Source: an optimization exercise on an open RTL-to-GDS flow (aim: small area, a short achievable clock period and few clock cycles per item). Production flows keep margins and buffers that such runs may drop.
In this exercise RTL edits were held to simulation tests only and were not proved equivalent to the original.
Power is estimated from default activity; no workload was simulated.

==> flow/design.v (excerpt) <==
module rate_monotonic_tick_scheduler #(
  parameter int unsigned MAX_TASKS = 8
) (
  input  logic                          clk_i,
  input  logic                          rst_ni,
  input  logic                          s_axis_tvalid_i,
  output logic                          s_axis_tready_o,
  input  logic [rmts_pkg::InDataW-1:0]  s_axis_tdata_i,
  input  logic                          s_axis_tuser_i,
  output logic                          m_axis_tvalid_o,
  input  logic                          m_axis_tready_i,
  output logic [rmts_pkg::OutDataW-1:0] m_axis_tdata_o
);
  logic take, req_valid, proc;
  rmts_ctrl u_ctrl (
    .clk_i      (clk_i),
    .rst_ni     (rst_ni),
    .in_valid_i (s_axis_tvalid_i),
    .in_ready_o (s_axis_tready_o),
    .take_o     (take),
    .req_valid_o(req_valid),
    .proc_o     (proc),
    .out_valid_o(m_axis_tvalid_o),
    .out_ready_i(m_axis_tready_i)
  );
  rmts_datapath u_datapath (
    .clk_i      (clk_i),
    .rst_ni     (rst_ni),
    .take_i     (take),
    .proc_i     (proc),
  ...
Size in the first run: ~1400 flip-flops, ~260 I/O pins.
export LEC_CHECK = 0
export ABC_CLOCK_PERIOD_IN_PS = 4000
export CAP_MARGIN = 20
export CORE_MARGIN = 2
export CORE_UTILIZATION = 45
export CTS_BUF_LIST = sky130_fd_sc_hd__clkbuf_8
export CTS_CLUSTER_DIAMETER = 50
export CTS_CLUSTER_SIZE = 12
export SETUP_SLACK_MARGIN = 5
export SLEW_MARGIN = 20
create_clock -name core_clock -period 10.0 [get_ports {clk_i}]
standard.sh (not shown) runs the stock make flow with config.mk's settings and CLKGATE_MAP_FILE= SYNTH_SCRIPT=/design/flow/synth_recipe.tcl, a recipe that flattens the netlist after the stock synthesis.
==> flow/flow/run.sh <==
#!/bin/bash
# Layout flow: the standard ORFS flow (standard.sh, unchanged synthesis),
# with three changes to how the layout is optimised:
# - timing repair aims for 6 ns of setup slack margin instead of 5;
# - clock tree synthesis inserts no dummy loads;
# - the port buffers are buf_2 cells.
# make's full output goes to flow_make.log; each ORFS step keeps its own log
# under orfs/logs/.
set -uo pipefail
export CTS_ARGS="-sink_clustering_enable -repair_clock_nets -dont_use_dummy_load -sink_clustering_size 12 -sink_clustering_max_diameter 50 -buf_list sky130_fd_sc_hd__clkbuf_8"
export BUFFER_PORTS_ARGS="-buffer_cell sky130_fd_sc_hd__buf_2"
bash standard.sh SETUP_SLACK_MARGIN=6 finish > flow_make.log 2>&1
status=$?
echo "standard.sh exited with $status"
exit $status
Testbench counts at the start, summed over its fixed seeds: cycles 12,816, items 12,800.
==> next run, changes <==
--- a/flow/design.v
+++ b/flow/design.v
@@ -146,19 +146,18 @@
   logic [15:0] per_q  [NT];
   logic [15:0] cnt_q  [NT];
   logic [15:0] rem_q  [NT];
   logic [15:0] jobs_q [NT];
   logic [31:0] wait_q [NT];
   logic [NT-1:0] fresh_q;
   logic [NT-1:0] rone, cone, jone;
   logic [NT-1:0] beat_q [NT];
   logic [NT-1:0] act_q, rdy_q, seen_q, cur_q, mask_q;
-  logic [NT-1:0] rdy_b, mpre;
   logic          sw_q, fin_q;
   logic [31:0]   time_q, done_q, miss_q, wsum_q;
   logic        busy_q, pre_q;
   logic [15:0] run_id_q, pre_id_q, cur_id_q;
   logic [1:0]  kind_q;
   logic          is_load;
   logic [15:0]   ld_id, ld_exec, ld_per, ld_jobs;
   logic [NT-1:0] ld_oh;
   logic          ld_act, ld_eone, ld_pone, ld_jone;
@@ -187,49 +186,49 @@
     end
   end
   always_comb begin
     ld_sub = '0;
     for (int i = 0; i < NT; i++) begin
       ld_sub = ld_sub | ((ld_oh[i] && seen_q[i]) ? wait_q[i] : 32'd0);
     end
   end
   assign wsum_ld = rmts_pkg::add32(wsum_q, ~ld_sub, 1'b1);
-  logic [NT-1:0] rone_n, cone_n, jone_n, sel, fin_v, miss_v, dec, rel, rdy_n,
-                 winc, act_n, cur_n, rdy_b_n, mpre_n;
+  logic [NT-1:0] rone_n, cone_n, jone_n, sel, fin_v, miss_v, dec, rel, rdy_b, rdy_n,
+                 winc, act_n, cur_n, mpre;
   logic          any, fresh_sel, pre, sw_n, fin_any, fin_m, sel_b;
   logic [15:0]   run_id;
   logic [1:0]    kind;
   logic [3:0]    mcnt, bcnt;
   always_comb begin
     for (int i = 0; i < NT; i++) begin
       sel[i] = rdy_q[i];
       for (int j = 0; j < NT; j++) begin
         if (j < i) sel[i] = sel[i] && !(rdy_q[j] && beat_q[j][i]);
         if (j > i) sel[i] = sel[i] && !(rdy_q[j] && !beat_q[i][j]);
       end
     end
     any = |rdy_q;
     for (int i = 0; i < NT; i++) begin
+      mpre[i]   = cone[i] && rdy_q[i];
       fin_v[i]  = sel[i] && rone[i];
       miss_v[i] = mpre[i] && !fin_v[i];
       dec[i]    = fin_v[i] || miss_v[i];
       rel[i]    = fin_v[i] ? (cone[i] && !jone[i])
                            : (cone[i] && act_q[i] && !(rdy_q[i] && jone[i]));
+      rdy_b[i]  = cone[i] ? (rdy_q[i] ? !jone[i] : act_q[i]) : rdy_q[i];
       rdy_n[i]  = fin_v[i] ? (cone[i] && !jone[i]) : rdy_b[i];
       winc[i]   = any && !sel[i] && rdy_b[i];
       act_n[i]  = dec[i] ? !jone[i] : act_q[i];
       cur_n[i]  = any ? (sel[i] && !rone[i] && !cone[i]) : cur_q[i];
       cone_n[i] = cone[i] ? (per_q[i] == 16'd1) : (cnt_q[i] == 16'd2);
       rone_n[i] = rel[i] ? (exec_q[i] == 16'd1)
                          : (sel[i] ? (rem_q[i] == 16'd2) : rone[i]);
       jone_n[i] = dec[i] ? (jobs_q[i] == 16'd2) : jone[i];
-      rdy_b_n[i] = cone_n[i] ? (rdy_n[i] ? !jone_n[i] : act_n[i]) : rdy_n[i];
-      mpre_n[i]  = cone_n[i] && rdy_n[i];
     end
     run_id = '0;
     for (int i = 0; i < NT; i++) begin
       if (sel[i]) run_id = run_id | id_q[i];
     end
     fresh_sel = |(sel & fresh_q);
     pre       = any && (|cur_q) && !(|(cur_q & sel));
     kind      = (any && (sw_q || pre)) ? (fresh_sel ? rmts_pkg::KIND_START
                                                     : rmts_pkg::KIND_RESUME)
@@ -246,50 +245,44 @@
   assign done_inc = rmts_pkg::inc32(done_q);
   assign miss_add = rmts_pkg::add_small2(miss_q, mcnt, fin_m);
   assign wsum_add = rmts_pkg::add_small2(wsum_q, bcnt, sel_b);
   assign out_data_o = {2'b00, wsum_q, miss_q, done_q, ~(|act_q), mask_q,
                        fin_q, kind_q, pre_id_q, pre_q, run_id_q, busy_q, time_q};
   always_ff @(posedge clk_i or negedge rst_ni) begin
     if (!rst_ni) begin
       act_q  <= '0;
       rdy_q  <= '0;
-      rdy_b  <= '0;
-      mpre   <= '0;
       seen_q <= '0;
       cur_q  <= '0;
       mask_q <= '0;
       sw_q   <= 1'b1;
       fin_q  <= 1'b0;
       time_q <= '0;
       done_q <= '0;
       miss_q <= '0;
       wsum_q <= '0;
     end else if (proc_i) begin
       if (is_load) begin
         for (int i = 0; i < NT; i++) begin
           if (ld_oh[i]) begin
             act_q[i]  <= ld_act;
             rdy_q[i]  <= ld_act;
-            rdy_b[i]  <= ld_act && !(ld_pone && ld_jone);
-            mpre[i]   <= ld_act && ld_pone;
             seen_q[i] <= 1'b1;
           end
         end
         mask_q <= '0;
         fin_q  <= 1'b0;
         wsum_q <= wsum_ld;
         cur_q  <= cur_q & ~ld_oh;
         if (|(cur_q & ld_oh)) sw_q <= 1'b1;
       end else begin
         act_q  <= act_n;
         rdy_q  <= rdy_n;
-        rdy_b  <= rdy_b_n;
-        mpre   <= mpre_n;
         cur_q  <= cur_n;
         mask_q <= miss_v;
         fin_q  <= fin_any;
         sw_q   <= sw_n;
         time_q <= time_inc;
         if (fin_any) done_q <= done_inc;
         miss_q <= miss_add;
         if (any) wsum_q <= wsum_add;
       end
Outcome: Worst setup slack is about the same. Synthesized area fell slightly. Clock skew rose by 12 ps. Worst hold slack is worse by 4.7 ps. Fmax stays flat. Die area fell slightly. Wire length rose slightly. Critical path depth rose by 18. Sequential cell count fell by 16. Power fell slightly. Utilization fell by 0.38 points. Final area fell slightly. Via count fell slightly. Final cell count fell slightly.
Testbench counts after the change, summed over its fixed seeds: cycles 12,816, items 12,800.

port drivers added, routing unchanged:
The flow's constraints put no driver on any port. The routed layouts listed below were extracted and timed again, unchanged, in two steps.
Step 1, drivers: a clkbuf_16 drives clk_i and a buf_2 each remaining input, both assumed.
Step 2 also shifts input and output timing later by t, the mid clock arrival at the registers, as if the neighbouring blocks saw the same clock.
Slacks: ideal / step 1 / step 2; pairs: ideal / step 1.
run | t, ns | setup slack, ns | pins driven straight from the clock port
the first run | 0.958 | 5.644 / 5.590 / 5.183 | 1
the second run | 0.978 | 5.644 / 5.612 / 5.116 | 1
After both steps every run listed still meets setup and hold. For the second run, which loses most, drivers alone change the setup slack by -0.032 ns; drivers and shift together by -0.528 ns.
